Background: an optimization exercise with open tools, aiming at small area. Do not read the settings as production practice. In this exercise RTL edits were held to simulation tests only and were not proved equivalent to the original. Power figures rest on the tool's default switching activity, not on a simulated workload.

--- design/flow/design.v ---
module apb_slave_regfile
#(
  parameter int DEPTH  = 24,
  parameter int ADDR_W = 5,
  parameter int DATA_W = 32
) (
  input  logic              clk,
  input  logic              rst,
  input  logic              we,
  input  logic [ADDR_W-1:0] waddr,
  input  logic [DATA_W-1:0] wdata,
  input  logic [ADDR_W-1:0] raddr,
  output logic [DATA_W-1:0] rdata
);
  logic [DATA_W-1:0] mem_q [DEPTH];
  always_comb begin
    rdata = '0;
    for (int i = 1; i < DEPTH; i++) begin
      if (raddr == i[ADDR_W-1:0]) rdata = mem_q[i];
    end
  end
  always_ff @(posedge clk or posedge rst) begin
    if (rst) begin
      for (int i = 0; i < DEPTH; i++) mem_q[i] <= '0;
    end else begin
      for (int i = 1; i < DEPTH; i++) begin
        if (we && waddr == i[ADDR_W-1:0]) mem_q[i] <= wdata;
      end
    end
  end
endmodule
module apb_slave
#(
  parameter int          DEPTH       = 24,
  parameter int          WAIT_CYCLES = 2,
  parameter logic [31:0] ID_VALUE    = 32'hA9B0_0001
) (
  input  logic        PCLK,
  input  logic        PRESET,
  input  logic        PSELx,
  input  logic        PENABLE,
  input  logic        PWRITE,
  input  logic [4:0]  PADDR,
  input  logic [31:0] PWDATA,
  output logic        PREADY,
  output logic [31:0] PRDATA,
  output logic        PSLVERR
);
  if (DEPTH < 1 || DEPTH > 32 || WAIT_CYCLES < 0 || WAIT_CYCLES > 7) begin : g_bad_param
    $error("apb_slave: DEPTH must be 1..32 and WAIT_CYCLES 0..7");
  end
  localparam int ADDR_W = 5;
  localparam int DATA_W = 32;
  localparam logic [ADDR_W-1:0] ID_ADDR = '0;
  localparam logic [1:0] IDLE   = 2'd0;
  localparam logic [1:0] SETUP  = 2'd1;
  localparam logic [1:0] ACCESS = 2'd2;
  logic [1:0]        state_q, state_d;
  logic [ADDR_W-1:0] addr_q, addr_d;
  logic              write_q, write_d;
  logic [DATA_W-1:0] wdata_q, wdata_d;
  logic              cnt_zero;
  logic              ready, err, we;
  logic [DATA_W-1:0] rf_rdata, rd_word;
  localparam logic [2:0] WAIT_LOAD = 3'(WAIT_CYCLES);
  logic [2:0] cnt_q, cnt_d;
  assign cnt_zero = (cnt_q == '0);
  assign ready = (state_q != IDLE) && PSELx && PENABLE && cnt_zero;
  assign err   = (int'(addr_q) >= DEPTH) || (write_q && addr_q == ID_ADDR);
  assign we    = ready && write_q && !err;
  always_comb begin
    state_d = state_q;
    addr_d  = addr_q;
    write_d = write_q;
    wdata_d = wdata_q;
    cnt_d   = cnt_q;
    case (state_q)
      IDLE: begin
        if (PSELx && !PENABLE) begin
          state_d = SETUP;
          addr_d  = PADDR;
          write_d = PWRITE;
          wdata_d = PWDATA;
          cnt_d   = WAIT_LOAD;
        end
      end
      SETUP, ACCESS: begin
        if (!PSELx) begin
          state_d = IDLE;
        end else if (!PENABLE) begin
          state_d = SETUP;
          addr_d  = PADDR;
          write_d = PWRITE;
          wdata_d = PWDATA;
          cnt_d   = WAIT_LOAD;
        end else if (ready) begin
          state_d = IDLE;
        end else begin
          state_d = ACCESS;
          cnt_d   = cnt_q - 3'd1;
        end
      end
      default: state_d = IDLE;
    endcase
  end
  always_ff @(posedge PCLK or posedge PRESET) begin
    if (PRESET) begin
      state_q <= IDLE;
      addr_q  <= '0;
      write_q <= 1'b0;
      wdata_q <= '0;
      cnt_q   <= '0;
    end else begin
      state_q <= state_d;
      addr_q  <= addr_d;
      write_q <= write_d;
      wdata_q <= wdata_d;
      cnt_q   <= cnt_d;
    end
  end
  apb_slave_regfile #(.DEPTH(DEPTH), .ADDR_W(ADDR_W), .DATA_W(DATA_W)) u_regfile (
    .clk   (PCLK),
    .rst   (PRESET),
    .we    (we),
    .waddr (addr_q),
    .wdata (wdata_q),
    .raddr (addr_q),
    .rdata (rf_rdata)
  );
  assign rd_word     = (addr_q == ID_ADDR) ? ID_VALUE : rf_rdata;
  assign PREADY  = ready;
  assign PSLVERR = ready && err;
  assign PRDATA  = (ready && !write_q && !err) ? rd_word : '0;
endmodule
--- design/flow/run.sh ---
#!/bin/bash
# synth_recipe.tcl (not shown) runs the flow's synth.tcl, then flattens the netlist and writes it again
# the make line also repeats each setting of config.mk as NAME=value (left out here)
make -C /OpenROAD-flow-scripts/flow DESIGN_CONFIG=/design/flow/config.mk WORK_HOME=/design/flow/orfs CLKGATE_MAP_FILE= SYNTH_SCRIPT=/design/flow/synth_recipe.tcl finish
--- design/flow/config.mk ---
export PLATFORM = sky130hd
export DESIGN_NAME = apb_slave
export DESIGN_NICKNAME = apb_slave
export VERILOG_FILES = /design/flow/design.v
export SDC_FILE = /design/flow/constraint.sdc
export NUM_CORES = 4
export LEC_CHECK = 0
export CAP_MARGIN = 20
export CORE_MARGIN = 2
export CORE_UTILIZATION = 40
export SLEW_MARGIN = 20
--- design/flow/constraint.sdc ---
create_clock -name core_clock -period 7.0 [get_ports {PCLK}]
set_input_delay 1.4000 -clock core_clock [delete_from_list [all_inputs] [get_ports {PCLK}]]
set_output_delay 1.4000 -clock core_clock [all_outputs]
set_load 0.01 [all_outputs]
==> results.py, run 1 <==
metrics = {
    "status": {
        "status": "timing/DRC/antenna clean",
    },
    "clock_tree": {
        "postCtsHoldBufs": 0,
        "cts_sinks": 779,
        "post_cts_resized": 0,
        "cts_root_buffer": "clkbuf_16",
        "clock_path_buffers": 3,
        "clock_latency_ps": 650,
        "clk_pin_slew_ps": 60,
        "numCtsBuffers": 83,
        "htreeDepth": 3,
        "cts_tree": "built",
        "post_cts_buffers": 0,
    },
    "sta": {
        "fin_crit_sh": 0.891,
        "skew_ps": 23.1,
        "period_minus_slack_ps": 6240,
        "worst-slew-pin-transition_ps": 1310,
        "tns_ps": 0,
        "fmax_ghz": 0.160,
        "setup_viol": 0,
        "maxSlewHeadroom": 0.127,
        "setup_ws_ps": 761,
        "timing.final.hold_violations": 0,
        "drv_slew": 0,
        "grt_setup_unrepaired": "false",
    },
    "synth": {
        "synthArstFlopShare": 1.00,
        "synth_area_per_cell_um2": 12.5,
        "synth_flop_cell": "dfrtp_1",
        "ys_seq_area_frac": 0.529,
        "yosys_register_bits": 779,
        "yosysWarnings": 3,
        "synth_cell_types": 88,
        "synth_edf_count": 0,
        "synth_area_um2": 36900,
        "syn_inst": 2955,
    },
    "grt": {
        "grt_max_degree": 170,
        "overflow": 0,
        "grt_usage": 0.289,
        "grt_antenna_before_repair": 4,
        "grt_pass1_vias": 27500,
        "grt_first_pass_wirelength_mm": 199,
    },
    "critical_path": {
        "arrival_ps": 4840,
        "crit_path_end_kind": "output port",
        "rrSetupSlack_ps": 2130,
        "path_class": "flop to output port",
        "crit_chain": "or3b_1, nor2_2, a22o_1, a221o_1, o21ai_0, a31oi_1, clkdlybuf4s50_1",
        "r2r_start": "addr_q[2]",
        "cp_max_fo": 34,
        "start_kind": "flop",
        "worst_path_largest_cell_delay_ps": 1000,
        "crit_slowest_cell": "nor2_2",
        "critPathBufInv": 1,
        "rr_worst_depth": 6,
        "r2r-end": "u_regfile.mem_q[21][14]",
        "required_ps": 5600,
        "critical-path-top-delay-family": "simple AND/OR/NAND/NOR gates",
    },
    "route": {
        "wl_per_cell_um": 32.6,
        "vias": 26900,
        "wl_mm": 138,
        "drtPass1Iterations": 6,
        "postRouteAntennaNets": 0,
        "via_per_inst": 6.38,
        "first_iter_violations": 3223,
        "drc": 0,
    },
    "power_and_ir_drop": {
        "power.leakage_uw": 0.0195,
        "vdd_drop_max_mv": 0.236,
        "clockPowerShare": 0.310,
        "p_int_uw": 8610,
        "pwr-share-comb": 0.297,
        "p_sw_uw": 5880,
        "powerDensity_nw_per_um2": 347,
        "switching_share": 0.406,
        "sequentialPowerShare": 0.393,
    },
    "die": {
        "rows": 111,
        "core_area_um2": 91500,
        "die_w_um": 308,
        "io_pins": 76,
        "die_h_um": 308,
        "die_area_um2": 94600,
        "initial_core_util": 0.403,
    },
    "cells_and_area": {
        "layout_commonest_cell": "dfrtp_1",
        "area_growth_pct": 13.3,
        "layout-drive-gt1-share": 0.361,
        "most-common-layout-cells": "dfrtp_1, mux2_2, o21ai_0, a21oi_1, nand2_1",
        "n_fill_cell": 8108,
        "multiInputGateArea_um2": 16100,
        "nets": 3021,
        "regArea_um2": 19500,
    },
    "placed_design": {
        "numPortBuffers": 75,
        "post-place-ws_ps": 1240,
        "dp_hpwl_mm": 85.2,
        "gp_congestion": 0.905,
    },
    "min_path": {
        "hold_path.class": "flop to flop",
        "hold_depth": 1,
        "min_to": "u_regfile.mem_q[17][1]",
        "min_from": "u_regfile.mem_q[17][1]",
    },
    "run": {
        "cap_violations": 0,
    },
}
==> stage by stage <==
| step | hold slack [ps] | instances | area (um2) | power, uW | utilization |
|---|---|---|---|---|---|
| finish | 486 | 4220 | 41800 | 14500 | 0.457 |
| CTS | 489 | 4219 | 41800 | 14300 | 0.457 |
| detailed placement | 475 | 4076 | 39100 | 9860 | 0.427 |
| global placement | 464 | 4076 | 39100 | 9810 | 0.427 |
| floorplan | 452 | 2955 | 36900 | 7750 | - |
| global route | 492 | 4219 | 41800 | 14800 | 0.457 |
==> how the worst max path moves through the flow <==
| stage | from | to | cells after the start |
|---|---|---|---|
| finish | addr_q[2] | PRDATA[18] | 7 |
| global placement | PENABLE | PRDATA[30] | 9 |
| floorplan | PRESET | addr_q[0] | 1 |
| detailed placement | PENABLE | PRDATA[0] | 6 |
| CTS | addr_q[1] | PRDATA[28] | 9 |
| global route | addr_q[2] | PRDATA[18] | 7 |
==> power by group through the flow <==
stage	clock network (uW)	logic (uW)	registers, uW
after global routing	4730	4360	5740
after floorplan	0	2750	5000
after detailed placement	0	4130	5730
after CTS	4540	4140	5650
final	4490	4300	5690
after global placement	0	4120	5690
==> flip-flops by register name, indices dropped and copies added (netlist names) <==
name	flops
wdata_q	32
write_q	1
u_regfile.mem_q	736
state_q	2
cnt_q	3
addr_q	5
==> cells by family (layout without fill, tap and decap cells) <==
kind of cell,count (synthesis),count (layout),synth area share
other,0,1,0
AO/OA/AOI/OAI,589,589,0.105
adder cells (fa/ha/maj),4,4,0.00136
AND/OR/NAND/NOR,423,423,0.0599
buffers and inverters,290,368,0.0397
flip-flops,779,779,0.529
multiplexers,870,870,0.266
==> metal layers <==
metal	wire length, um	vias to the layer above	global-route usage
li1	-	10900	-
met4	9230	2	0.173
met5	11	-	0.000517
met1	54500	14100	0.383
met2	60000	1521	0.430
met3	13700	436	0.0718
==> synth_stat cells (all sizes together), types with 6 or more instances <==
cell type	n	area [um2]
a211oi	20	155
a21o	8	60.1
a21oi	127	636
a221o	9	90.1
a221oi	15	138
a222oi	8	80.1
a22o	18	158
a22oi	50	375
a31oi	24	150
a32oi	11	96.3
and2	6	37.5
buf	194	1100
clkbuf	75	282
dfrtp	779	19500
inv	21	78.8
mux2	801	9020
mux2i	62	621
mux4	7	158
nand2	118	448
nand2b	16	103
nand3	33	170
nand4	13	81.3
nor2	134	581
nor2b	18	113
nor3	32	248
nor3b	9	77.6
nor4	8	50.1
o211ai	16	120
o21ai	161	806
o221ai	23	201
o22ai	34	213
o2bb2ai	9	78.8
o31ai	6	45.0
or3	7	43.8
==> layout make-up <==
| type | count | share of cell area |
|---|---|---|
| inverters | 21 | 0.00198 |
| multi-input cells | 1886 | 0.385 |
| well taps | 1186 | 0.0355 |
| clock inverters | 21 | 0.00593 |
| flip-flops and latches | 779 | 0.467 |
| clock buffers | 122 | 0.0593 |
| diodes | 1 | 0.0000599 |
| repair buffers | 204 | 0.0456 |
==> run 2, diff against run 1 <==
==> design/flow/design.v (replaced) <==
module apb_slave_regfile
#(
  parameter int          DEPTH    = 24,
  parameter logic [31:0] ID_VALUE = 32'hA9B0_0001
) (
  input  logic        clk,
  input  logic        rst,
  input  logic        clr,
  input  logic        set,
  input  logic        rd,
  input  logic [4:0]  addr,
  input  logic [31:0] wdata,
  output logic [31:0] rdata
);
  logic [31:0]      mem_q [1:DEPTH-1];
  logic [DEPTH-1:1] valid_q;
  logic [DEPTH-1:0] rsel_q;
  for (genvar i = 1; i < DEPTH; i++) begin : g_word
    logic hit;
    assign hit = (addr == 5'(i));
    always_ff @(posedge clk) begin
      mem_q[i] <= (mem_q[i] & {32{!(clr && hit)}}) | (wdata & {32{set && hit}});
    end
    always_ff @(posedge clk or posedge rst) begin
      if (rst)              valid_q[i] <= 1'b0;
      else if (clr && hit)  valid_q[i] <= 1'b1;
    end
    always_ff @(posedge clk) begin
      rsel_q[i] <= rd && hit && valid_q[i];
    end
  end
  always_ff @(posedge clk) begin
    rsel_q[0] <= rd && addr == 5'd0;
  end
  always_comb begin
    rdata = rsel_q[0] ? ID_VALUE : 32'd0;
    for (int i = 1; i < DEPTH; i++) begin
      if (rsel_q[i]) rdata = rdata | mem_q[i];
    end
  end
endmodule
module apb_slave
#(
  parameter int          DEPTH       = 24,
  parameter int          WAIT_CYCLES = 2,
  parameter logic [31:0] ID_VALUE    = 32'hA9B0_0001
) (
  input  logic        PCLK,
  input  logic        PRESET,
  input  logic        PSELx,
  input  logic        PENABLE,
  input  logic        PWRITE,
  input  logic [4:0]  PADDR,
  input  logic [31:0] PWDATA,
  output logic        PREADY,
  output logic [31:0] PRDATA,
  output logic        PSLVERR
);
  if (DEPTH < 2 || DEPTH > 32 || WAIT_CYCLES != 2) begin : g_bad_param
    $error("apb_slave: built for DEPTH 2..32 and WAIT_CYCLES = 2");
  end
  localparam logic [1:0] P_IDLE = 2'd0;
  localparam logic [1:0] P_W2   = 2'd1;
  localparam logic [1:0] P_W1   = 2'd2;
  localparam logic [1:0] P_W0   = 2'd3;
  logic [1:0]  phase_q, phase_d;
  logic [4:0]  addr_q;
  logic        write_q;
  logic [31:0] wdata_q;
  logic        setup, ready, err, we, wpend_q;
  logic [31:0] rf_rdata;
  assign setup = PSELx && !PENABLE;
  assign ready = (phase_q == P_W0) && PSELx && PENABLE;
  always_comb begin
    if (setup)                 phase_d = P_W2;
    else if (!PSELx || !PENABLE) phase_d = P_IDLE;
    else begin
      case (phase_q)
        P_W2:    phase_d = P_W1;
        P_W1:    phase_d = P_W0;
        default: phase_d = P_IDLE;
      endcase
    end
  end
  always_ff @(posedge PCLK or posedge PRESET) begin
    if (PRESET) phase_q <= P_IDLE;
    else        phase_q <= phase_d;
  end
  always_ff @(posedge PCLK) begin
    if (setup) begin
      addr_q  <= PADDR;
      write_q <= PWRITE;
      wdata_q <= PWDATA;
    end
  end
  assign err = (int'(addr_q) >= DEPTH) || (write_q && addr_q == 5'd0);
  assign we  = ready && write_q && !err;
  always_ff @(posedge PCLK or posedge PRESET) begin
    if (PRESET) wpend_q <= 1'b0;
    else        wpend_q <= we;
  end
  apb_slave_regfile #(.DEPTH(DEPTH), .ID_VALUE(ID_VALUE)) u_regfile (
    .clk   (PCLK),
    .rst   (PRESET),
    .clr   (we),
    .set   (wpend_q),
    .rd    (!write_q),
    .addr  (addr_q),
    .wdata (wdata_q),
    .rdata (rf_rdata)
  );
  assign PREADY  = ready;
  assign PSLVERR = err;
  assign PRDATA  = rf_rdata;
endmodule
==> results.py, run 2 <==
metrics = {
    "sta": {
        "timing.final.hold_violations": 0,
        "drv_slew": 0,
        "period_minus_slack_ps": 4750,
        "fin_crit_sh": 0.679,
        "setup_viol": 0,
        "grt_setup_unrepaired": "false",
        "worst-slew-pin-transition_ps": 1170,
        "fmax_ghz": 0.210,
        "maxSlewHeadroom": 0.218,
        "tns_ps": 0,
        "skew_ps": 24.8,
    },
    "cells_and_area": {
        "n_antenna_cell": 0,
        "nets": 2549,
        "utilization": 0.464,
        "top_regs": "u_regfile.mem_q x736, wdata_q x32, u_regfile.rsel_q x24",
        "largest_reg_flops": 736,
        "largest_register": "u_regfile.mem_q",
        "layout_commonest_cell": "dfxtp_1",
        "area_growth_pct": 14.8,
        "layout-drive-gt1-share": 0.0995,
        "most-common-layout-cells": "dfxtp_1, o2bb2ai_1, a22oi_1, nand3_1, clkbuf_16",
        "fin_cells": 3533,
    },
    "synth": {
        "synth_flop_cell": "dfxtp_1",
        "netlist.area_leader.share": 0.517,
        "synth_edf_count": 38,
        "synth_cell_types": 35,
        "yosysMostFrequentCell": "dfxtp_1",
        "synth_area_um2": 29400,
        "synthArstFlopShare": 0.0316,
        "synth_common_cells": "dfxtp_1, o2bb2ai_1, a22oi_1, nand3_1, clkbuf_1",
        "yosys_register_bits": 824,
        "synth_area_per_cell_um2": 11.6,
        "yosysWarnings": 3,
        "synth.area.top_cells": "dfxtp_1, o2bb2ai_1, a22oi_1",
        "yosys.area.top_type": "dfxtp_1",
        "ys_seq_area_frac": 0.578,
        "syn_inst": 2541,
    },
    "die": {
        "die_w_um": 275,
        "io_pins": 76,
        "die_area_um2": 75700,
        "initial_core_util": 0.404,
        "core_area_um2": 72800,
        "rows": 99,
        "die_h_um": 275,
    },
    "grt": {
        "grt_pass1_vias": 25100,
        "grt_usage": 0.313,
        "grt_first_pass_wirelength_mm": 174,
        "grt_antenna_before_repair": 1,
        "grt_max_degree": 79,
        "overflow": 0,
    },
    "clock_tree": {
        "clk_pin_slew_ps": 60,
        "cts_root_buffer": "clkbuf_16",
        "cts_tree": "built",
        "cts_sinks": 824,
        "post_cts_buffers": 0,
        "htreeDepth": 3,
        "post_cts_resized": 0,
        "clock_path_buffers": 3,
        "postCtsHoldBufs": 0,
        "clock_latency_ps": 640,
        "numCtsBuffers": 86,
    },
    "power_and_ir_drop": {
        "p_sw_uw": 2170,
        "powerDensity_nw_per_um2": 288,
        "power_uw": 9720,
        "clockPowerShare": 0.481,
        "sequentialPowerShare": 0.496,
        "power.leakage_uw": 0.0129,
        "vdd_drop_max_mv": 0.168,
        "p_int_uw": 7550,
        "switching_share": 0.223,
        "pwr-share-comb": 0.023,
    },
    "route": {
        "wl_per_cell_um": 34.2,
        "first_iter_violations": 3708,
        "via_per_inst": 7.16,
        "drc": 0,
        "drtPass1Iterations": 8,
        "vias": 25300,
        "postRouteAntennaNets": 0,
        "wl_mm": 121,
    },
    "critical_path": {
        "start_kind": "flop",
        "arrival_ps": 3350,
        "crit_path_end_kind": "output port",
        "path_class": "flop to output port",
        "cp_max_fo": 17,
        "required_ps": 5600,
    },
    "run": {
        "cap_violations": 0,
    },
    "placed_design": {
        "dp_cells": 3376,
        "dp_hpwl_mm": 60.6,
        "gp_congestion": 0.844,
        "numPortBuffers": 75,
    },
    "min_path": {
        "hold_path.class": "flop to flop",
    },
    "status": {
        "status": "timing/DRC/antenna clean",
    },
}
## run 2: cell types whose count changed after synthesis, sizes merged, moves of 38 or more
cell	delta
dfxtp	+760
a22oi	+180
nand2	-91
mux2i	-62
nand3	+141
mux2	-801
nor2	-115
dfrtp	-753
clkbuf	+78
o21ai	-161
o2bb2ai	+727
a21oi	-119
buf	-89
edfxtp	+38
## run 2: worst max-delay path, stage by stage, from the launching register on
cell             delay [ps]
dfxtp_2                 990
buf_4                   500
a22oi_1                 140
nand4_1                 140
nor2_1                   70
nand4_1                 240
clkdlybuf4s50_1         600
## run 2: worst paths after layout
| kind | startpoint | to | slack [ps] | cells after the start |
|---|---|---|---|---|
| max in group asynchronous | PRESET | wpend_q | 5410 | 3 |
| setup reg to reg | addr_q[4] | u_regfile.mem_q[7][17] | 4040 | 4 |
| hold / removal | u_regfile.valid_q[2] | u_regfile.valid_q[2] | 450 | 1 |
| hold reg to reg | u_regfile.valid_q[2] | u_regfile.valid_q[2] | 450 | 1 |
| min in group asynchronous | PRESET | u_regfile.valid_q[9] | 1080 | 2 |
| setup / recovery | u_regfile.rsel_q[9] | PRDATA[4] | 2250 | 6 |
## run 2: logic make-up after synthesis
kind of cell	Yosys count	synth area share
AND/OR/NAND/NOR	355	0.0662
AO/OA/AOI/OAI	1099	0.317
flip-flops	824	0.578
adder cells (fa/ha/maj)	2	0.000851
buffers and inverters	261	0.0374
## run 2: layout make-up
class / count / area (um2)
clock inverter: 23 / 290
tap: 959 / 1200
fill: 6569 / 39100
sequential: 824 / 17000
multi-input combinational: 1456 / 11400
clock buffer: 134 / 2610
inverter: 3 / 11.3
timing repair buffer: 134 / 1200
## run 2: power groups by stage
stage / combinational, uW / sequential, uW / clock (uW)
final: 226 / 4820 / 4680
after global routing: 231 / 4820 / 4900
after CTS: 218 / 4810 / 4700
after detailed placement: 217 / 4920 / 0
after global placement: 216 / 4920 / 0
after floorplan: 118 / 4900 / 0
## run 2: layer usage
layer | vias to the layer above | wire [um] | track usage
met1 | 12600 | 47600 | 0.416
met2 | 2054 | 51700 | 0.469
met5 | - | 7 | 0
met3 | 489 | 14600 | 0.0771
li1 | 10200 | - | -
met4 | 2 | 6940 | 0.170
## run 2: through the flow
stage	hold slack (ps)	setup slack, ps	instance area (um2)
4_1_cts	460	2310	33800
3_3_place_gp	441	2830	30900
5_1_grt	469	2240	33800
3_5_place_dp	444	2770	30900
6_report	454	2250	33800
2_1_floorplan	425	3450	29400
==> run 3, diff against run 2 <==
--- a/design/flow/config.mk
+++ b/design/flow/config.mk
@@ -9,3 +9,3 @@
 export CORE_MARGIN = 2
-export CORE_UTILIZATION = 40
+export CORE_UTILIZATION = 65
 export SLEW_MARGIN = 20
==> results.py, run 3 <==
metrics = {
    "clock_tree": {
        "clock_latency_ps": 640,
        "numCtsBuffers": 80,
        "clock_path_buffers": 3,
        "clk_pin_slew_ps": 60,
        "cts_tree": "built",
        "post_cts_resized": 0,
        "htreeDepth": 3,
        "post_cts_buffers": 0,
        "cts_root_buffer": "clkbuf_16",
        "cts_sinks": 824,
        "postCtsHoldBufs": 0,
    },
    "die": {
        "die_w_um": 217,
        "die_area_um2": 47000,
        "die_h_um": 217,
        "rows": 77,
        "initial_core_util": 0.662,
        "io_pins": 76,
        "core_area_um2": 44400,
    },
    "sta": {
        "drv_slew": 0,
        "period_minus_slack_ps": 4700,
        "hold-worst-slack_ps": 456,
        "skew_ps": 23.5,
        "fin_crit_sh": 0.671,
        "tns_ps": 0,
        "setup_ws_ps": 2300,
        "grt_setup_unrepaired": "false",
        "maxSlewHeadroom": 0.127,
        "setup_viol": 0,
        "timing.final.hold_violations": 0,
        "fmax_ghz": 0.213,
        "worst-slew-pin-transition_ps": 1310,
    },
    "critical_path": {
        "arrival_ps": 3300,
        "rr_worst_depth": 4,
        "start_kind": "flop",
        "r2r_start": "addr_q[4]",
        "rrSetupSlack_ps": 4030,
        "r2r-end": "u_regfile.mem_q[19][3]",
        "path_class": "flop to output port",
        "crit_path_end_kind": "output port",
        "cp_max_fo": 18,
        "required_ps": 5600,
    },
    "synth": {
        "ys_seq_area_frac": 0.578,
        "synth.area.top_cells": "dfxtp_1, o2bb2ai_1, a22oi_1",
        "synthArstFlopShare": 0.0316,
        "yosys_register_bits": 824,
        "synth_common_cells": "dfxtp_1, o2bb2ai_1, a22oi_1, nand3_1, clkbuf_1",
        "syn_inst": 2541,
        "synth_area_um2": 29400,
        "synth_cell_types": 35,
        "yosys.area.top_type": "dfxtp_1",
        "synth_flop_cell": "dfxtp_1",
        "synth_area_per_cell_um2": 11.6,
        "netlist.area_leader.share": 0.517,
        "yosysMostFrequentCell": "dfxtp_1",
        "yosysWarnings": 3,
        "synth_edf_count": 38,
    },
    "route": {
        "wl_mm": 112,
        "drtPass1Iterations": 6,
        "postRouteAntennaNets": 0,
        "via_per_inst": 8.08,
        "wl_per_cell_um": 35.5,
        "drc": 0,
        "vias": 25400,
        "first_iter_violations": 4695,
    },
    "power_and_ir_drop": {
        "power_uw": 9210,
        "sequentialPowerShare": 0.523,
        "pwr-share-comb": 0.024,
        "p_sw_uw": 2030,
        "vdd_drop_max_mv": 0.213,
        "powerDensity_nw_per_um2": 280,
        "power.leakage_uw": 0.0127,
        "p_int_uw": 7180,
        "switching_share": 0.220,
        "clockPowerShare": 0.454,
    },
    "grt": {
        "overflow": 0,
        "grt_first_pass_wirelength_mm": 164,
        "grt_max_degree": 84,
        "grt_usage": 0.469,
        "grt_antenna_before_repair": 0,
        "grt_pass1_vias": 25100,
    },
    "cells_and_area": {
        "nets": 2539,
        "layout-drive-gt1-share": 0.0904,
        "most-common-layout-cells": "dfxtp_1, o2bb2ai_1, a22oi_1, nand3_1, clkbuf_16",
        "area_growth_pct": 11.8,
        "largest_reg_flops": 736,
        "utilization": 0.741,
        "top_regs": "u_regfile.mem_q x736, wdata_q x32, u_regfile.rsel_q x24",
        "layout_commonest_cell": "dfxtp_1",
        "n_fill_cell": 3051,
        "largest_register": "u_regfile.mem_q",
    },
    "min_path": {
        "hold_path.class": "flop to flop",
        "min_from": "u_regfile.valid_q[6]",
        "min_to": "u_regfile.valid_q[6]",
        "hold_depth": 1,
    },
    "placed_design": {
        "dp_hpwl_mm": 55.6,
        "gp_congestion": 0.865,
        "numPortBuffers": 75,
        "post-place-ws_ps": 2860,
    },
    "status": {
        "status": "timing/DRC/antenna clean",
    },
    "run": {
        "cap_violations": 0,
    },
}
## run 3: power by group through the flow
stage	Sequential [uW]	Combinational, uW	Clock [uW]
3_5_place_dp	4910	207	0
4_1_cts	4810	207	4150
6_report	4810	218	4180
5_1_grt	4820	220	4340
3_3_place_gp	4910	205	0
2_1_floorplan	4900	118	0
## run 3: layout make-up
| class | count | area, um2 | area share |
|---|---|---|---|
| clock inverters | 19 | 140 | 0.00426 |
| repair buffers | 130 | 1180 | 0.0358 |
| clock buffers | 124 | 2350 | 0.0715 |
| inverters | 3 | 11.3 | 0.000342 |
| multi-input cells | 1456 | 11400 | 0.347 |
| flip-flops and latches | 824 | 17000 | 0.518 |
| well taps | 592 | 741 | 0.0225 |
| diodes | 1 | 2.50 | 0.0000761 |
## run 3: routing by layer
layer	track usage	vias to the layer above	wire, um
met5	0	-	0
met2	0.681	2426	45700
met3	0.153	638	17200
met4	0.281	0	8430
met1	0.610	12200	40300
li1	-	10200	-
## run 3: how the worst max path moves through the flow
stage	start	endpoint	slack [ps]	depth (start not counted)
final	u_regfile.rsel_q[9]	PRDATA[15]	2300	6
after global routing	u_regfile.rsel_q[9]	PRDATA[15]	2350	6
after CTS	u_regfile.rsel_q[9]	PRDATA[15]	2480	6
after detailed placement	PENABLE	u_regfile.mem_q[16][16]	2860	6
after global placement	PENABLE	PREADY	2860	3
after floorplan	PENABLE	addr_q[0]	3450	1
## run 3: cell families (layout without fill, tap and decap cells)
kind of cell,Yosys count,in the layout,synth area share
simple gates,355,355,0.0662
other cells,0,1,0
fa+ha+maj,2,2,0.000851
compound gates,1099,1099,0.317
buf+inv,261,276,0.0374
flops,824,824,0.578
## run 3: metrics by stage
stage / instances / instance area, um2
2_1_floorplan: 2541 / 29400
3_3_place_gp: 3004 / 30400
3_5_place_dp: 3005 / 30400
4_1_cts: 3148 / 32900
5_1_grt: 3148 / 32900
6_report: 3149 / 32900
## run 3: critical path: stages, from the launching register on
cell	delay, ps
dfxtp_2	960
buf_4	500
a22o_1	190
a221oi_1	50
and4_1	240
nand4_1	130
clkdlybuf4s50_1	570
==> run 4, diff against run 3 <==
--- a/design/flow/config.mk
+++ b/design/flow/config.mk
@@ -9,3 +9,6 @@
 export CORE_MARGIN = 2
-export CORE_UTILIZATION = 65
+export CORE_UTILIZATION = 75
+export CTS_BUF_LIST = sky130_fd_sc_hd__clkbuf_8
+export CTS_CLUSTER_DIAMETER = 60
+export CTS_CLUSTER_SIZE = 15
 export SLEW_MARGIN = 20
==> results.py, run 4 <==
metrics = {
    "sta": {
        "skew_ps": 24.1,
        "worst-slew-pin-transition_ps": 1340,
        "grt_setup_unrepaired": "false",
        "fmax_ghz": 0.208,
        "setup_viol": 0,
        "maxSlewHeadroom": 0.109,
        "period_minus_slack_ps": 4800,
        "tns_ps": 0,
        "drv_slew": 0,
        "timing.final.hold_violations": 0,
        "fin_crit_sh": 0.686,
    },
    "critical_path": {
        "start_kind": "flop",
        "critPathBufInv": 2,
        "worst_path_largest_cell_delay_ps": 580,
        "critical-path-top-delay-family": "buffers and inverters",
        "arrival_ps": 3400,
        "required_ps": 5600,
        "rrSetupSlack_ps": 4060,
        "crit_slowest_cell": "dfxtp_2",
        "r2r_start": "addr_q[2]",
        "path_class": "flop to output port",
        "rr_worst_depth": 3,
        "cp.depth": 6,
        "crit_path_end_kind": "output port",
        "r2r-end": "u_regfile.mem_q[9][1]",
        "crit_chain": "buf_4, a22o_1, a221oi_1, nand3_1, or3_1, clkdlybuf4s50_1",
        "cp_max_fo": 18,
    },
    "power_and_ir_drop": {
        "vdd_drop_max_mv": 0.224,
        "power_uw": 7300,
        "clockPowerShare": 0.312,
        "p_sw_uw": 1690,
        "pwr-share-comb": 0.030,
        "p_int_uw": 5620,
        "power.leakage_uw": 0.0119,
        "powerDensity_nw_per_um2": 234,
        "sequentialPowerShare": 0.658,
        "switching_share": 0.231,
    },
    "synth": {
        "synth_area_um2": 29400,
        "yosysMostFrequentCell": "dfxtp_1",
        "yosysWarnings": 3,
        "yosys.area.top_type": "dfxtp_1",
        "syn_inst": 2541,
        "synth_cell_types": 35,
        "synth_area_per_cell_um2": 11.6,
        "synth.area.top_cells": "dfxtp_1, o2bb2ai_1, a22oi_1",
        "yosys_register_bits": 824,
        "netlist.area_leader.share": 0.517,
        "ys_seq_area_frac": 0.578,
        "synth_edf_count": 38,
        "synth_common_cells": "dfxtp_1, o2bb2ai_1, a22oi_1, nand3_1, clkbuf_1",
        "synth_flop_cell": "dfxtp_1",
        "synthArstFlopShare": 0.0316,
    },
    "clock_tree": {
        "cts_root_buffer": "clkbuf_8",
        "clock_latency_ps": 730,
        "htreeDepth": 2,
        "post_cts_buffers": 0,
        "postCtsHoldBufs": 0,
        "clock_path_buffers": 3,
        "cts_sinks": 824,
        "cts_tree": "built",
        "clk_pin_slew_ps": 100,
        "numCtsBuffers": 60,
        "post_cts_resized": 0,
    },
    "placed_design": {
        "placed_cell_area_um2": 30200,
        "gp_congestion": 0.882,
        "dp_hpwl_mm": 51.9,
        "numPortBuffers": 75,
    },
    "min_path": {
        "min_from": "u_regfile.valid_q[9]",
        "hold_depth": 1,
        "hold_path.class": "flop to flop",
        "min_to": "u_regfile.valid_q[9]",
    },
    "cells_and_area": {
        "layout-drive-gt1-share": 0.0707,
        "utilization": 0.807,
        "largest_reg_flops": 736,
        "largest_register": "u_regfile.mem_q",
        "top_regs": "u_regfile.mem_q x736, wdata_q x32, u_regfile.rsel_q x24",
        "nets": 2514,
        "most-common-layout-cells": "dfxtp_1, o2bb2ai_1, a22oi_1, nand3_1, clkdlybuf4s50_1",
        "area_growth_pct": 5.98,
        "layout_commonest_cell": "dfxtp_1",
        "n_antenna_cell": 0,
        "fin_area_um2": 31200,
    },
    "grt": {
        "grt_max_degree": 79,
        "grt_first_pass_wirelength_mm": 159,
        "grt_pass1_vias": 25200,
        "overflow": 0,
        "grt_antenna_before_repair": 0,
        "grt_usage": 0.517,
    },
    "status": {
        "status": "timing/DRC/antenna clean",
    },
    "die": {
        "core_area_um2": 38600,
        "rows": 72,
        "initial_core_util": 0.761,
        "die_area_um2": 40800,
        "die_w_um": 202,
        "io_pins": 76,
        "die_h_um": 202,
    },
    "route": {
        "wl_mm": 107,
        "postRouteAntennaNets": 0,
        "first_iter_violations": 4802,
        "via_per_inst": 8.55,
        "drtPass1Iterations": 10,
        "vias": 25700,
        "wl_per_cell_um": 35.7,
        "drc": 0,
    },
    "run": {
        "cap_violations": 0,
    },
}
## run 4: cell counts after synthesis
No cell type changed its count.
## run 4: power groups by stage
stage | clock, uW | sequential, uW | combinational (uW)
3_3_place_gp | 0 | 4910 | 199
2_1_floorplan | 0 | 4900 | 118
6_report | 2280 | 4810 | 217
4_1_cts | 2240 | 4810 | 203
3_5_place_dp | 0 | 4910 | 203
5_1_grt | 2420 | 4810 | 217
## run 4: cell families (layout without fill, tap and decap cells)
logic type,count (synthesis),in the layout,share of synthesized area
simple gates,355,355,0.0662
flops,824,824,0.578
fa+ha+maj,2,2,0.000851
buf+inv,261,211,0.0374
compound gates,1099,1099,0.317
## run 4: worst register-to-register path: stages, from the launching register on
cell,delay (ps)
edfxtp_1,660
or3b_4,1030
buf_4,930
o2bb2ai_1,180
## run 4: metrics by stage
stage          setup WS (ps)  hold slack, ps  cells
3_5_place_dp            2840             444   2926
5_1_grt                 2230             481   3009
2_1_floorplan           3450             425   2541
4_1_cts                 2330             467   3009
6_report                2200             467   3009
3_3_place_gp            2880             440   2926
## run 4: routing by layer
metal / global-route usage / part of all wire / up-vias
li1: - / - / 10000
met1: 0.671 / 0.34 / 12200
met2: 0.736 / 0.40 / 2688
met3: 0.183 / 0.18 / 754
met4: 0.332 / 0.081 / 0
met5: 0 / 0 / -
## run 4: worst max-delay path by stage
stage / start / slack, ps / end
after floorplan: PENABLE / 3450 / addr_q[0]
after global placement: PENABLE / 2880 / PREADY
after detailed placement: PENABLE / 2840 / u_regfile.mem_q[16][5]
after CTS: u_regfile.rsel_q[8] / 2330 / PRDATA[10]
after global routing: u_regfile.rsel_q[8] / 2230 / PRDATA[10]
final: u_regfile.rsel_q[8] / 2200 / PRDATA[10]
## run 4: final cells by class
class	count	area (um2)
tap	518	648
inverter	3	11.3
timing repair buffer	125	1130
fill	2404	7470
clock inverter	22	82.6
multi-input combinational	1456	11400
sequential	824	17000
clock buffer	61	840
==> run 5, diff against run 4 <==
--- a/design/flow/design.v
+++ b/design/flow/design.v
@@ -14,5 +14,10 @@
 );
-  logic [31:0]      mem_q [1:DEPTH-1];
+  if (DEPTH != 24) begin : g_bad_param
+    $error("apb_slave_regfile: the read tree is built for DEPTH = 24");
+  end
+  localparam int NGRP = DEPTH / 3;
+  logic [31:0]      mem_q [0:DEPTH-1];
   logic [DEPTH-1:1] valid_q;
-  logic [DEPTH-1:0] rsel_q;
+  logic [DEPTH-1:0] rsel;
+  assign mem_q[0] = ID_VALUE;
   for (genvar i = 1; i < DEPTH; i++) begin : g_word
@@ -27,15 +32,28 @@
     end
-    always_ff @(posedge clk) begin
-      rsel_q[i] <= rd && hit && valid_q[i];
+    assign rsel[i] = rd && hit && valid_q[i];
+  end
+  assign rsel[0] = rd && addr == 5'd0;
+  logic [31:0] grp_n [NGRP];
+  for (genvar g = 0; g < NGRP; g++) begin : g_grp
+    for (genvar b = 0; b < 32; b++) begin : g_bit
+      apb_slave_rd_aoi u_aoi (
+        .s  (rsel[3*g+2:3*g]),
+        .d  ({mem_q[3*g+2][b], mem_q[3*g+1][b], mem_q[3*g][b]}),
+        .y_n(grp_n[g][b])
+      );
     end
   end
-  always_ff @(posedge clk) begin
-    rsel_q[0] <= rd && addr == 5'd0;
+  always_comb begin
+    rdata = '1;
+    for (int g = 0; g < NGRP; g++) rdata = rdata & grp_n[g];
+    rdata = ~rdata;
   end
-  always_comb begin
-    rdata = rsel_q[0] ? ID_VALUE : 32'd0;
-    for (int i = 1; i < DEPTH; i++) begin
-      if (rsel_q[i]) rdata = rdata | mem_q[i];
-    end
-  end
+endmodule
+module apb_slave_rd_aoi
+(
+  input  logic [2:0] s,
+  input  logic [2:0] d,
+  output logic         y_n
+);
+  assign y_n = ~|(s & d);
 endmodule
--- a/design/flow/config.mk
+++ b/design/flow/config.mk
@@ -14 +14,2 @@
 export SLEW_MARGIN = 20
+export SYNTH_HIERARCHICAL = 1
==> results.py, run 5 <==
metrics = {
    "placed_design": {
        "dp_hpwl_mm": 51.7,
        "gp_congestion": 0.921,
        "placed_cell_area_um2": 29100,
        "numPortBuffers": 75,
    },
    "critical_path": {
        "start_kind": "flop",
        "path_class": "flop to output port",
        "crit_chain": "nand2b_1, nor3_1, and3_1, buf_4, a222oi_1, nand4_1, or2_2, clkdlybuf4s50_1",
        "required_ps": 5600,
        "worst_path_largest_cell_delay_ps": 980,
        "crit_slowest_cell": "and3_1",
        "arrival_ps": 4530,
        "cp_max_fo": 23,
        "crit_path_end_kind": "output port",
    },
    "sta": {
        "tns_ps": 0,
        "hold-worst-slack_ps": 465,
        "drv_slew": 0,
        "worst-slew-pin-transition_ps": 1240,
        "grt_setup_unrepaired": "false",
        "timing.final.hold_violations": 0,
        "maxSlewHeadroom": 0.170,
        "skew_ps": 34.2,
        "setup_viol": 0,
        "period_minus_slack_ps": 5930,
        "fin_crit_sh": 0.848,
        "fmax_ghz": 0.168,
    },
    "clock_tree": {
        "htreeDepth": 2,
        "clk_pin_slew_ps": 90,
        "cts_tree": "built",
        "cts_root_buffer": "clkbuf_8",
        "numCtsBuffers": 60,
        "cts_sinks": 800,
        "clock_path_buffers": 3,
        "clock_latency_ps": 730,
        "post_cts_resized": 0,
        "post_cts_buffers": 0,
        "postCtsHoldBufs": 0,
    },
    "cells_and_area": {
        "area_growth_pct": 8.38,
        "most-common-layout-cells": "a22o_1, dfxtp_1, a222oi_1, clkdlybuf4s50_1, nand4_1",
        "largest_reg_flops": 736,
        "n_fill_cell": 2112,
        "largest_register": "u_regfile.mem_q",
        "layout-drive-gt1-share": 0.0879,
        "top_regs": "u_regfile.mem_q x736, wdata_q x32, u_regfile.valid_q x23",
        "fin_area_um2": 30200,
        "nets": 2322,
    },
    "synth": {
        "yosys_register_bits": 800,
        "yosysWarnings": 11,
        "synthArstFlopShare": 0.0325,
        "yosys.area.top_type": "dfxtp_1",
        "synth_area_um2": 27900,
        "ys_seq_area_frac": 0.593,
        "synth_common_cells": "a22o_1, dfxtp_1, a222oi_1, clkbuf_1, nand4_1",
        "synth.area.top_cells": "dfxtp_1, a22o_1, a222oi_1",
        "synth_flop_cell": "dfxtp_1",
        "synth_area_per_cell_um2": 12.4,
        "synth_edf_count": 38,
        "netlist.area_leader.share": 0.528,
        "syn_inst": 2255,
        "synth_cell_types": 35,
    },
    "die": {
        "rows": 70,
        "core_area_um2": 36600,
        "die_area_um2": 38700,
        "die_w_um": 197,
        "io_pins": 76,
        "initial_core_util": 0.762,
        "die_h_um": 197,
    },
    "route": {
        "via_per_inst": 8.58,
        "wl_mm": 95.4,
        "drc": 0,
        "wl_per_cell_um": 34.5,
        "vias": 23700,
        "first_iter_violations": 5048,
        "postRouteAntennaNets": 0,
        "drtPass1Iterations": 12,
    },
    "power_and_ir_drop": {
        "vdd_drop_max_mv": 0.210,
        "powerDensity_nw_per_um2": 236,
        "power.leakage_uw": 0.0115,
    },
    "grt": {
        "overflow": 0,
        "grt_antenna_before_repair": 3,
        "grt_first_pass_wirelength_mm": 141,
        "grt_usage": 0.482,
        "grt_max_degree": 39,
        "grt_pass1_vias": 23200,
    },
    "status": {
        "status": "timing/DRC/antenna clean",
    },
    "run": {
        "cap_violations": 0,
    },
    "min_path": {
        "hold_path.class": "flop to flop",
    },
}
-- run 5: cell count changes after synthesis, sizes merged, moves of 23 or more --
cell | before | now
dfxtp | 760 | 736
a222oi | 24 | 256
nand4 | 45 | 68
nand3 | 174 | 0
buf | 105 | 47
or2 | 0 | 33
a22o | 49 | 736
a221oi | 49 | 0
o2bb2ai | 736 | 0
a22oi | 230 | 0
-- run 5: worst max-delay path, delay by kind of cell (launching register included) --
kind	cells	cell delay, ps
simple gates	5	2040
buf+inv	2	950
flops	1	670
compound gates	1	140
-- run 5: metal layers --
| metal | part of all wire | up-vias | track usage |
|---|---|---|---|
| met3 | 0.16 | 521 | 0.168 |
| met1 | 0.34 | 11400 | 0.613 |
| li1 | - | 9370 | - |
| met5 | 0.00096 | - | 0.0140 |
| met2 | 0.43 | 2428 | 0.717 |
| met4 | 0.060 | 6 | 0.270 |
-- run 5: report_power, final --
| group | switching (uW) | internal, uW | leakage [uW] |
|---|---|---|---|
| Combinational | 38.9 | 46.2 | 0.00433 |
| Sequential | 111 | 4620 | 0.00664 |
| Clock | 1450 | 870 | 0.000563 |
-- run 5: cells by family (layout without fill, tap and decap cells) --
kind of cell    count (synthesis)  after routing  share of synthesized area
compound gates                995            995                      0.324
flops                         800            800                      0.593
simple gates                  238            238                     0.0511
buf+inv                       218            230                     0.0313
fa+ha+maj                       2              2                   0.000897
other cells                     2             34                   0.000269
-- run 5: metrics by stage --
step / setup WS [ps] / utilization / std cells / power [uW]
3_3_place_gp: 2090 / 0.794 / 2677 / 4900
4_1_cts: 1300 / 0.823 / 2760 / 7090
5_1_grt: 1120 / 0.825 / 2765 / 7280
2_1_floorplan: 1670 / - / 2285 / 4840
6_report: 1070 / 0.826 / 2767 / 7130
3_5_place_dp: 2030 / 0.796 / 2679 / 4910
-- run 5: area by class of cell --
class                   instances  area (um2)  area share
diodes                          2        5.00    0.000166
flip-flops and latches        800       16500       0.547
repair buffers                144        1370      0.0452
multi-input cells            1267       10700       0.355
clock buffers                  61         840      0.0278
inverters                       5        18.8    0.000621
clock inverters                20         145     0.00480
well taps                     468         586      0.0194
-- run 5: final timing paths --
check,slack [ps],start,cells after the start,to
worst max-delay path,1070,addr_q[4],8,PRDATA[23]
worst min-delay path,460,u_regfile.valid_q[18],1,u_regfile.valid_q[18]
worst max register to register,3470,addr_q[0],6,u_regfile.mem_q[15][15]
worst min register to register,460,u_regfile.valid_q[18],1,u_regfile.valid_q[18]
max in group asynchronous,5270,PRESET,2,u_regfile.valid_q[18]
min in group asynchronous,870,PRESET,2,wpend_q
-- run 5: modules after synthesis (local to each module, per instance), excerpt --
module / cells / cell area [um2] / copies in the design
apb_slave: 56 / 1320 / 1
apb_slave_rd_aoi: 1 / 10.0 / 256
==> run 6, diff against run 5 <==
==> design/flow/flow/run.sh (new file) <==
#!/bin/bash
# Layout flow: the standard ORFS flow (standard.sh, which runs the
# standard synthesis unchanged), with two settings changed:
#  - the port buffers are buf_1 cells instead of the larger cell the resizer
#    picks on its own (every port still gets its buffer);
#  - clock tree synthesis uses clkbuf_8 cells in clusters of at most 15
#    flip-flops and inserts no dummy loads.
# The make output goes to flow_make.log here; ORFS keeps each step's log
# under orfs/logs/.
set -euo pipefail
export BUFFER_PORTS_ARGS="-buffer_cell sky130_fd_sc_hd__buf_1"
export CTS_ARGS="-sink_clustering_enable -repair_clock_nets -buf_list sky130_fd_sc_hd__clkbuf_8 -sink_clustering_size 15 -sink_clustering_max_diameter 60 -dont_use_dummy_load"
bash standard.sh > flow_make.log 2>&1
==> design/flow/standard.sh (new file) <==
#!/bin/bash
# synth_recipe.tcl (not shown) runs the flow's synth.tcl, then flattens the netlist and writes it again
# the make line also repeats each setting of config.mk as NAME=value (left out here)
make -C /OpenROAD-flow-scripts/flow DESIGN_CONFIG=/design/flow/config.mk WORK_HOME=/design/flow/orfs CLKGATE_MAP_FILE= SYNTH_SCRIPT=/design/flow/synth_recipe.tcl "${@:-finish}"
removed: design/flow/run.sh
==> results.py, run 6 <==
metrics = {
    "status": {
        "status": "timing/DRC/antenna clean",
    },
    "critical_path": {
        "start_kind": "flop",
        "cp_max_fo": 17,
        "crit_path_end_kind": "output port",
        "arrival_ps": 3960,
        "required_ps": 5600,
        "rrSetupSlack_ps": 3480,
        "path_class": "flop to output port",
    },
    "die": {
        "rows": 70,
        "die_area_um2": 38700,
        "initial_core_util": 0.762,
        "die_h_um": 197,
        "core_area_um2": 36600,
        "die_w_um": 197,
        "io_pins": 76,
    },
    "route": {
        "wl_per_cell_um": 33.9,
        "via_per_inst": 8.45,
        "wl_mm": 93.1,
        "postRouteAntennaNets": 0,
        "vias": 23200,
        "drc": 0,
        "drtPass1Iterations": 10,
        "first_iter_violations": 4873,
    },
    "synth": {
        "synth_cell_types": 35,
        "synth.area.top_cells": "dfxtp_1, a22o_1, a222oi_1",
        "synthXorXnorAreaFrac": 0,
        "synthSimpleGateAreaFrac": 0.0511,
        "yosys_register_bits": 800,
        "yosys.area.top_type": "dfxtp_1",
        "synthMuxAreaShare": 0,
        "synth_edf_count": 38,
        "synth_top_family_by_area": "compound AO/OA/AOI/OAI gates",
        "synthArstFlopShare": 0.0325,
        "ys_seq_area_frac": 0.593,
        "synth_area_um2": 27900,
        "synth_common_cells": "a22o_1, dfxtp_1, a222oi_1, clkbuf_1, nand4_1",
        "syn_inst": 2255,
        "synth_flop_cell": "dfxtp_1",
        "synth-compound-area-share": 0.324,
        "synthAdderAreaFrac": 0.000897,
        "yosysWarnings": 11,
        "synth_area_per_cell_um2": 12.4,
        "netlist.area_leader.share": 0.528,
    },
    "cells_and_area": {
        "top_regs": "u_regfile.mem_q x736, wdata_q x32, u_regfile.valid_q x23",
        "largest_reg_flops": 736,
        "area_growth_pct": 6.38,
        "layout-drive-gt1-share": 0.0841,
        "fin_cells": 2742,
        "largest_register": "u_regfile.mem_q",
        "utilization": 0.810,
        "fin_area_um2": 29700,
        "most-common-layout-cells": "a22o_1, dfxtp_1, a222oi_1, buf_1, nand4_1",
        "nets": 2317,
    },
    "clock_tree": {
        "numCtsBuffers": 60,
        "cts_root_buffer": "clkbuf_8",
        "htreeDepth": 2,
        "post_cts_resized": 0,
        "clk_pin_slew_ps": 100,
        "cts_tree": "built",
        "postCtsHoldBufs": 0,
        "clock_latency_ps": 720,
        "cts_sinks": 800,
        "post_cts_buffers": 0,
        "clock_path_buffers": 3,
    },
    "grt": {
        "grt_pass1_vias": 22600,
        "grt_antenna_before_repair": 2,
        "grt_first_pass_wirelength_mm": 138,
        "overflow": 0,
        "grt_max_degree": 39,
        "grt_usage": 0.468,
    },
    "sta": {
        "worst-slew-pin-transition_ps": 1270,
        "fin_crit_sh": 0.766,
        "hold-worst-slack_ps": 469,
        "timing.final.hold_violations": 0,
        "setup_viol": 0,
        "fmax_ghz": 0.187,
        "grt_setup_unrepaired": "false",
        "drv_slew": 0,
        "tns_ps": 0,
        "skew_ps": 55.7,
        "period_minus_slack_ps": 5360,
        "maxSlewHeadroom": 0.149,
    },
    "placed_design": {
        "dp_cells": 2675,
        "gp_congestion": 0.848,
        "placed_cell_area_um2": 28700,
        "dp_hpwl_mm": 50.0,
        "numPortBuffers": 75,
    },
    "run": {
        "cap_violations": 0,
    },
    "min_path": {
        "hold_path.class": "flop to flop",
    },
    "power_and_ir_drop": {
        "powerDensity_nw_per_um2": 235,
        "vdd_drop_max_mv": 0.214,
        "power.leakage_uw": 0.0112,
    },
}
==> run 6: cell counts after synthesis <==
Identical to the previous run, type by type.
==> run 6: final cells by class <==
class	count	area [um2]
sequential	800	16500
multi-input combinational	1267	10800
fill	2159	6940
timing repair buffer	139	920
clock buffer	60	826
tap	468	586
inverter	5	18.8
antenna	3	7.51
==> run 6: worst paths after layout <==
check | to | startpoint | cells past startpoint
setup / recovery | PRDATA[30] | addr_q[3] | 8
hold / removal | u_regfile.valid_q[3] | u_regfile.valid_q[3] | 1
setup reg to reg | u_regfile.mem_q[5][20] | addr_q[0] | 6
hold reg to reg | u_regfile.valid_q[3] | u_regfile.valid_q[3] | 1
max in group asynchronous | u_regfile.valid_q[16] | PRESET | 2
min in group asynchronous | wpend_q | PRESET | 2
==> run 6: cells by family after synthesis <==
logic type | count (synthesis)
buffers and inverters | 218
adders and majority gates | 2
AOI/OAI and AO/OA | 995
and+or+nand+nor | 238
other | 2
DFF | 800
==> run 6: where the power goes <==
| part | leakage (uW) | switching [uW] | internal [uW] | total [uW] |
|---|---|---|---|---|
| Clock | 0.000431 | 1420 | 763 | 2180 |
| Sequential | 0.00664 | 109 | 4620 | 4730 |
| Combinational | 0.00413 | 39.5 | 29.5 | 69.0 |
==> run 6: worst max-delay path, stage by stage, from the launching register on <==
cell and delay, ps:
edfxtp_1 570, or2_1 460, nor2_1 230, and3_1 950
buf_4 520, a222oi_1 150, nand4_1 130, or2_2 120
buf_1 150
==> run 6: modules after synthesis (local to each module, per instance), a selection <==
module | cells inside | cell area [um2] | flip-flops and latches | copies in the design
apb_slave | 56 | 1320 | 41 | 1
apb_slave_rd_aoi | 1 | 10.0 | 0 | 256
==> run 6: through the flow <==
stage	total power [uW]	worst slack [ps]
global route	7120	1650
CTS	6940	1860
finish	6980	1640
detailed placement	4890	2570
global placement	4880	2660
floorplan	4840	1670
==> run 6: metal layers <==
metal,wire [um],track usage
met1,33200,0.596
met2,40700,0.708
met3,14200,0.150
met4,4980,0.267
met5,0,0
==> run 7, diff against run 6 <==
==> design/flow/flow/run.sh (replaced) <==
#!/bin/bash
# Layout flow: the standard ORFS flow (standard.sh, which runs the
# standard synthesis unchanged), with these settings changed:
#  - the port buffers are buf_1 cells instead of the larger cell the resizer
#    picks on its own (every port still gets its buffer);
#  - clock tree synthesis uses clkbuf_8 cells in clusters of at most 15
#    flip-flops and inserts no dummy loads;
#  - global routing's repair downsizes cells on paths with positive slack
#    (RECOVER_POWER).
# The make output goes to flow_make.log here; ORFS keeps each step's log
# under orfs/logs/.
set -euo pipefail
export BUFFER_PORTS_ARGS="-buffer_cell sky130_fd_sc_hd__buf_1"
export RECOVER_POWER=100
export CTS_ARGS="-sink_clustering_enable -repair_clock_nets -buf_list sky130_fd_sc_hd__clkbuf_8 -sink_clustering_size 15 -sink_clustering_max_diameter 60 -dont_use_dummy_load"
bash standard.sh > flow_make.log 2>&1
==> results.py, run 7 <==
metrics = {
    "die": {
        "core_area_um2": 36600,
        "initial_core_util": 0.762,
        "io_pins": 76,
        "rows": 70,
        "die_w_um": 197,
        "die_h_um": 197,
        "die_area_um2": 38700,
    },
    "synth": {
        "synth.area.top_cells": "dfxtp_1, a22o_1, a222oi_1",
        "synth_area_um2": 27900,
        "synth-compound-area-share": 0.324,
        "yosys.area.top_type": "dfxtp_1",
        "yosys_register_bits": 800,
        "synth_edf_count": 38,
        "ys_seq_area_frac": 0.593,
        "yosysWarnings": 11,
        "synth_common_cells": "a22o_1, dfxtp_1, a222oi_1, clkbuf_1, nand4_1",
        "synthMuxAreaShare": 0,
        "synthAdderAreaFrac": 0.000897,
        "synth_flop_cell": "dfxtp_1",
        "synth_top_family_by_area": "compound AO/OA/AOI/OAI gates",
        "netlist.area_leader.share": 0.528,
        "synth_cell_types": 35,
        "syn_inst": 2255,
        "synthXorXnorAreaFrac": 0,
        "synthSimpleGateAreaFrac": 0.0511,
        "synthArstFlopShare": 0.0325,
        "synth_area_per_cell_um2": 12.4,
    },
    "route": {
        "wl_per_cell_um": 33.9,
        "drtPass1Iterations": 13,
        "postRouteAntennaNets": 0,
        "via_per_inst": 8.47,
        "drc": 0,
        "vias": 23200,
        "wl_mm": 93.0,
        "first_iter_violations": 5076,
    },
    "placed_design": {
        "placed_cell_area_um2": 28700,
        "numPortBuffers": 75,
        "gp_congestion": 0.848,
        "dp_cells": 2675,
        "dp_hpwl_mm": 50.0,
    },
    "clock_tree": {
        "cts_tree": "built",
        "cts_sinks": 800,
        "post_cts_buffers": 0,
        "clk_pin_slew_ps": 100,
        "cts_root_buffer": "clkbuf_8",
        "htreeDepth": 2,
        "postCtsHoldBufs": 0,
        "clock_path_buffers": 3,
        "numCtsBuffers": 60,
        "post_cts_resized": 0,
        "clock_latency_ps": 720,
    },
    "cells_and_area": {
        "fin_area_um2": 29500,
        "top_regs": "u_regfile.mem_q x736, wdata_q x32, u_regfile.valid_q x23",
        "utilization": 0.807,
        "n_fill_cell": 2191,
        "layout-drive-gt1-share": 0.0700,
        "fin_cells": 2740,
        "most-common-layout-cells": "a22o_1, dfxtp_1, a222oi_1, buf_1, nand4_1",
        "largest_reg_flops": 736,
        "nets": 2317,
        "area_growth_pct": 5.94,
        "largest_register": "u_regfile.mem_q",
    },
    "power_and_ir_drop": {
        "clockPowerShare": 0.312,
        "sequentialPowerShare": 0.678,
        "vdd_drop_max_mv": 0.215,
        "p_sw_uw": 1560,
        "p_int_uw": 5410,
        "powerDensity_nw_per_um2": 236,
        "switching_share": 0.224,
        "power.leakage_uw": 0.0111,
        "power_uw": 6970,
        "pwr-share-comb": 0.010,
    },
    "sta": {
        "grt_setup_unrepaired": "false",
        "drv_slew": 756,
        "worst-slew-pin-transition_ps": 2990,
        "maxSlewHeadroom": -0.994,
        "fin_crit_sh": 0.881,
        "fmax_ghz": 0.162,
        "setup_viol": 0,
        "tns_ps": 0,
        "period_minus_slack_ps": 6170,
        "skew_ps": 54.7,
        "timing.final.hold_violations": 0,
    },
    "status": {
        "checkFailReasons": "max-capacitance violations, max-slew violations",
        "status": "finished with violations",
    },
    "critical_path": {
        "start_kind": "flop",
        "crit_path_end_kind": "output port",
        "arrival_ps": 4770,
        "cp_max_fo": 17,
        "path_class": "flop to output port",
        "required_ps": 5600,
    },
    "min_path": {
        "hold_path.class": "flop to flop",
    },
    "grt": {
        "grt_antenna_before_repair": 3,
        "grt_usage": 0.468,
        "grt_max_degree": 39,
        "grt_first_pass_wirelength_mm": 138,
        "overflow": 0,
        "grt_pass1_vias": 22600,
    },
    "run": {
        "cap_violations": 23,
    },
}
run 7: cell counts after synthesis:
Identical to the previous run, type by type.
run 7: per-stage QoR:
stage / hold slack [ps] / setup WS [ps]
floorplan: 425 / 1670
global placement: 441 / 2660
detailed placement: 444 / 2570
CTS: 467 / 1860
global route: 476 / 833
finish: 469 / 831
run 7: routing by layer:
layer	up-vias	part of all wire	global-route usage
li1	9320	-	-
met1	11200	0.36	0.596
met2	2188	0.43	0.708
met3	447	0.15	0.150
met4	2	0.056	0.267
met5	-	0.00040	0
run 7: area by class of cell:
cell class / instances / area (um2) / share of cell area
diodes: 1 / 2.50 / 0.0000847
clock buffers: 60 / 826 / 0.0279
inverters: 5 / 18.8 / 0.000635
multi-input cells: 1267 / 10800 / 0.364
flip-flops and latches: 800 / 16500 / 0.559
well taps: 468 / 586 / 0.0198
repair buffers: 139 / 822 / 0.0278
run 7: worst paths after layout:
| kind | startpoint | to | slack, ps | cells after the start |
|---|---|---|---|---|
| setup / recovery | addr_q[3] | PRDATA[20] | 830 | 8 |
| hold / removal | u_regfile.valid_q[3] | u_regfile.valid_q[3] | 470 | 1 |
| setup reg to reg | addr_q[0] | u_regfile.mem_q[8][5] | 2440 | 6 |
| hold reg to reg | u_regfile.valid_q[3] | u_regfile.valid_q[3] | 470 | 1 |
| max in group asynchronous | PRESET | u_regfile.valid_q[16] | 5500 | 2 |
| min in group asynchronous | PRESET | phase_q[1] | 550 | 2 |
run 7: cell families after synthesis:
logic type,after synthesis
other cells,2
compound gates,995
fa+ha+maj,2
buf+inv,218
simple gates,238
flops,800
run 7: power by group through the flow:
stage	Combinational [uW]	Sequential [uW]	Clock, uW
after global placement	64.3	4820	0
after CTS	66.9	4720	2160
final	67.8	4730	2180
after floorplan	102	4740	0
after detailed placement	66.4	4820	0
after global routing	73.3	4730	2320
run 7: critical path: stages (launching register included):
cell      delay, ps
edfxtp_1        570
or2_0           520
nor2_1          260
and3_1          860
clkbuf_1       1190
a222oi_1        210
nand4_1         200
or2_2           130
buf_1           140
run 7: per-module statistics from Yosys (local to each module, per instance), excerpt:
| module | cells inside | times used | flip-flops and latches | area (um2) |
|---|---|---|---|---|
| apb_slave | 56 | 1 | 41 | 1320 |
| apb_slave_rd_aoi | 1 | 256 | 0 | 10.0 |
==> run 8, diff against run 7 <==
--- a/design/flow/design.v
+++ b/design/flow/design.v
@@ -20,4 +20,5 @@
   logic [DEPTH-1:1] valid_q;
-  logic [DEPTH-1:0] rsel;
-  assign mem_q[0] = ID_VALUE;
+  logic [1:0] clr_n [1:DEPTH-1];
+  logic [1:0] set_w [1:DEPTH-1];
+  logic [1:0] rsel2 [0:DEPTH-1];
   for (genvar i = 1; i < DEPTH; i++) begin : g_word
@@ -25,4 +26,16 @@
     assign hit = (addr == 5'(i));
-    always_ff @(posedge clk) begin
-      mem_q[i] <= (mem_q[i] & {32{!(clr && hit)}}) | (wdata & {32{set && hit}});
+    for (genvar h = 0; h < 2; h++) begin : g_half
+      apb_slave_row_drv u_drv (
+        .hit  (hit),
+        .clr  (clr),
+        .set  (set),
+        .rdv  (rd && valid_q[i]),
+        .clr_n(clr_n[i][h]),
+        .set_w(set_w[i][h]),
+        .rsel (rsel2[i][h])
+      );
+      always_ff @(posedge clk) begin
+        mem_q[i][16*h+15:16*h] <= (mem_q[i][16*h+15:16*h] & {16{clr_n[i][h]}})
+                                | (wdata[16*h+15:16*h] & {16{set_w[i][h]}});
+      end
     end
@@ -32,5 +45,7 @@
     end
-    assign rsel[i] = rd && hit && valid_q[i];
   end
-  assign rsel[0] = rd && addr == 5'd0;
+  assign rsel2[0] = {2{rd && addr == 5'd0}};
+  for (genvar b = 0; b < 32; b++) begin : g_id
+    assign mem_q[0][b] = ID_VALUE[b] ? rsel2[0][b/16] : 1'b0;
+  end
   logic [31:0] grp_n [NGRP];
@@ -39,3 +54,3 @@
       apb_slave_rd_aoi u_aoi (
-        .s  (rsel[3*g+2:3*g]),
+        .s  ({rsel2[3*g+2][b/16], rsel2[3*g+1][b/16], rsel2[3*g][b/16]}),
         .d  ({mem_q[3*g+2][b], mem_q[3*g+1][b], mem_q[3*g][b]}),
@@ -55,5 +70,19 @@
   input  logic [2:0] d,
-  output logic         y_n
+  output logic       y_n
 );
   assign y_n = ~|(s & d);
+endmodule
+module apb_slave_row_drv
+(
+  input  logic hit,
+  input  logic clr,
+  input  logic set,
+  input  logic rdv,
+  output logic clr_n,
+  output logic set_w,
+  output logic rsel
+);
+  assign clr_n = !(clr && hit);
+  assign set_w = set && hit;
+  assign rsel  = rdv && hit;
 endmodule
==> design/flow/flow/run.sh (replaced) <==
#!/bin/bash
# Layout flow: the standard ORFS flow (standard.sh, which runs the
# standard synthesis unchanged), with two settings changed:
#  - the port buffers are buf_1 cells instead of the larger cell the resizer
#    picks on its own (every port still gets its buffer);
#  - clock tree synthesis uses clkbuf_8 cells in clusters of at most 15
#    flip-flops and inserts no dummy loads.
# The make output goes to flow_make.log here; ORFS keeps each step's log
# under orfs/logs/.
set -euo pipefail
export BUFFER_PORTS_ARGS="-buffer_cell sky130_fd_sc_hd__buf_1"
export CTS_ARGS="-sink_clustering_enable -repair_clock_nets -buf_list sky130_fd_sc_hd__clkbuf_8 -sink_clustering_size 15 -sink_clustering_max_diameter 60 -dont_use_dummy_load"
bash standard.sh > flow_make.log 2>&1
==> results.py, run 8 <==
metrics = {
    "synth": {
        "ys_seq_area_frac": 0.578,
        "synth_area_per_cell_um2": 12.0,
        "synth_edf_count": 38,
        "synthArstFlopShare": 0.0325,
        "synth.area.top_cells": "dfxtp_1, a22o_1, a222oi_1",
        "yosys.area.top_type": "dfxtp_1",
        "synth_flop_cell": "dfxtp_1",
    },
    "sta": {
        "timing.final.hold_violations": 0,
        "tns_ps": 0,
        "skew_ps": 35.1,
        "fin_crit_sh": 0.774,
        "fmax_ghz": 0.184,
        "setup_viol": 0,
        "maxSlewHeadroom": 0.201,
        "worst-slew-pin-transition_ps": 1200,
        "drv_slew": 0,
    },
    "clock_tree": {
        "cts_tree": "built",
        "cts_root_buffer": "clkbuf_8",
        "post_cts_resized": 0,
        "clock_path_buffers": 3,
        "postCtsHoldBufs": 0,
        "post_cts_buffers": 0,
        "clk_pin_slew_ps": 90,
        "numCtsBuffers": 59,
        "htreeDepth": 2,
        "cts_sinks": 800,
    },
    "route": {
        "wl_mm": 81.5,
        "drc": 0,
        "wl_per_cell_um": 29.1,
        "first_iter_violations": 3859,
        "vias": 22300,
        "via_per_inst": 7.96,
        "postRouteAntennaNets": 0,
    },
    "placed_design": {
        "placed_cell_area_um2": 28600,
        "dp_cells": 2744,
        "dp_hpwl_mm": 51.8,
    },
    "die": {
        "die_w_um": 199,
        "die_area_um2": 39700,
        "io_pins": 76,
        "rows": 71,
        "core_area_um2": 37600,
    },
    "critical_path": {
        "cp_max_fo": 16,
        "critical-path-top-delay-family": "simple AND/OR/NAND/NOR gates",
        "required_ps": 5600,
        "crit_chain": "or3b_1, nor3_1, and2_1, a222oi_1, nand4_1, or2_2, buf_1",
        "start_kind": "flop",
        "worst_path_largest_cell_delay_ps": 640,
        "arrival_ps": 4020,
    },
    "power_and_ir_drop": {
        "pwr-share-comb": 0.010,
        "p_int_uw": 5400,
        "power_uw": 6930,
        "clockPowerShare": 0.306,
        "p_sw_uw": 1530,
        "sequentialPowerShare": 0.684,
        "switching_share": 0.221,
        "vdd_drop_max_mv": 0.203,
        "powerDensity_nw_per_um2": 235,
    },
    "cells_and_area": {
        "nets": 2339,
        "layout-drive-gt1-share": 0.0454,
        "largest_register": "u_regfile.mem_q",
        "area_growth_pct": 2.93,
        "top_regs": "u_regfile.mem_q x736, wdata_q x32, u_regfile.valid_q x23",
        "fin_area_um2": 29400,
        "largest_reg_flops": 736,
    },
    "grt": {
        "grt_antenna_before_repair": 3,
        "grt_pass1_vias": 21000,
        "grt_usage": 0.405,
        "grt_first_pass_wirelength_mm": 125,
    },
    "min_path": {
        "hold_path.class": "flop to flop",
    },
    "status": {
        "status": "timing/DRC/antenna clean",
    },
    "run": {
        "cap_violations": 0,
    },
}
## run 8: metrics by stage
step / worst slack [ps] / hold WS, ps
4_1_cts: 1670 / 463
3_5_place_dp: 2420 / 448
3_3_place_gp: 2430 / 449
2_1_floorplan: 3030 / 429
6_report: 1580 / 468
5_1_grt: 1460 / 483
## run 8: power groups by stage
stage / Sequential (uW) / Combinational [uW] / Clock, uW
after global routing: 4750 / 76.6 / 2280
after detailed placement: 4840 / 67.0 / 0
after CTS: 4730 / 67.2 / 2120
after floorplan: 4740 / 102 / 0
after global placement: 4830 / 64.7 / 0
final: 4740 / 71.0 / 2120
## run 8: final timing paths
kind / from / to / slack (ps) / depth (start not counted)
worst max-delay path: addr_q[1] / PRDATA[19] / 1580 / 7
worst min-delay path: u_regfile.valid_q[20] / u_regfile.valid_q[20] / 470 / 2
worst max register to register: phase_q[1] / u_regfile.mem_q[17][16] / 3650 / 5
worst min register to register: u_regfile.valid_q[20] / u_regfile.valid_q[20] / 470 / 2
max in group asynchronous: PRESET / u_regfile.valid_q[18] / 5500 / 2
min in group asynchronous: PRESET / wpend_q / 570 / 2
## run 8: logic make-up (layout without fill, tap and decap cells)
kind of cell,Yosys count,count (layout),share of synthesized area
compound gates,1018,1018,0.322
fa+ha+maj,2,2,0.000875
buf+inv,265,144,0.0371
flops,800,800,0.578
other cells,1,25,0.000131
simple gates,305,305,0.0620
## run 8: final cells by class
cell class,count,area [um2],area share
multi-input combinational,1349,11100,0.377
timing repair buffer,77,317,0.0108
clock buffer,59,812,0.0276
inverter,8,30.0,0.00102
tap,511,639,0.0217
sequential,800,16500,0.561
antenna,1,2.50,0.0000850
## run 8: Yosys stat by module (local to each module, per instance), a selection
module	times used	cells	flip-flops and latches	cell area, um2
apb_slave	1	56	41	1320
apb_slave_row_drv	46	3	0	16.3
apb_slave_rd_aoi	256	1	0	10.0
## run 8: worst register-to-register path, stage by stage, from the launching register on
cell	delay (ps)
dfrtp_1	360
ha_1	150
and3_1	430
o2111a_2	1010
nand2_1	830
a22o_1	430
## run 8: layer usage
metal	track usage	up-vias	wire length, um
met1	0.586	11000	32200
met3	0.118	175	11700
met2	0.590	1663	35500
met5	0	-	27
li1	-	9479	-
met4	0.118	4	2040

Check on run 8: ideal ports give 1.579 ns setup slack; a clkbuf_16 on the clock port and buf_2 on the inputs give 1.526 ns; moving port delays by the midpoint clock arrival (0.739 ns) as well gives 2.265 ns.
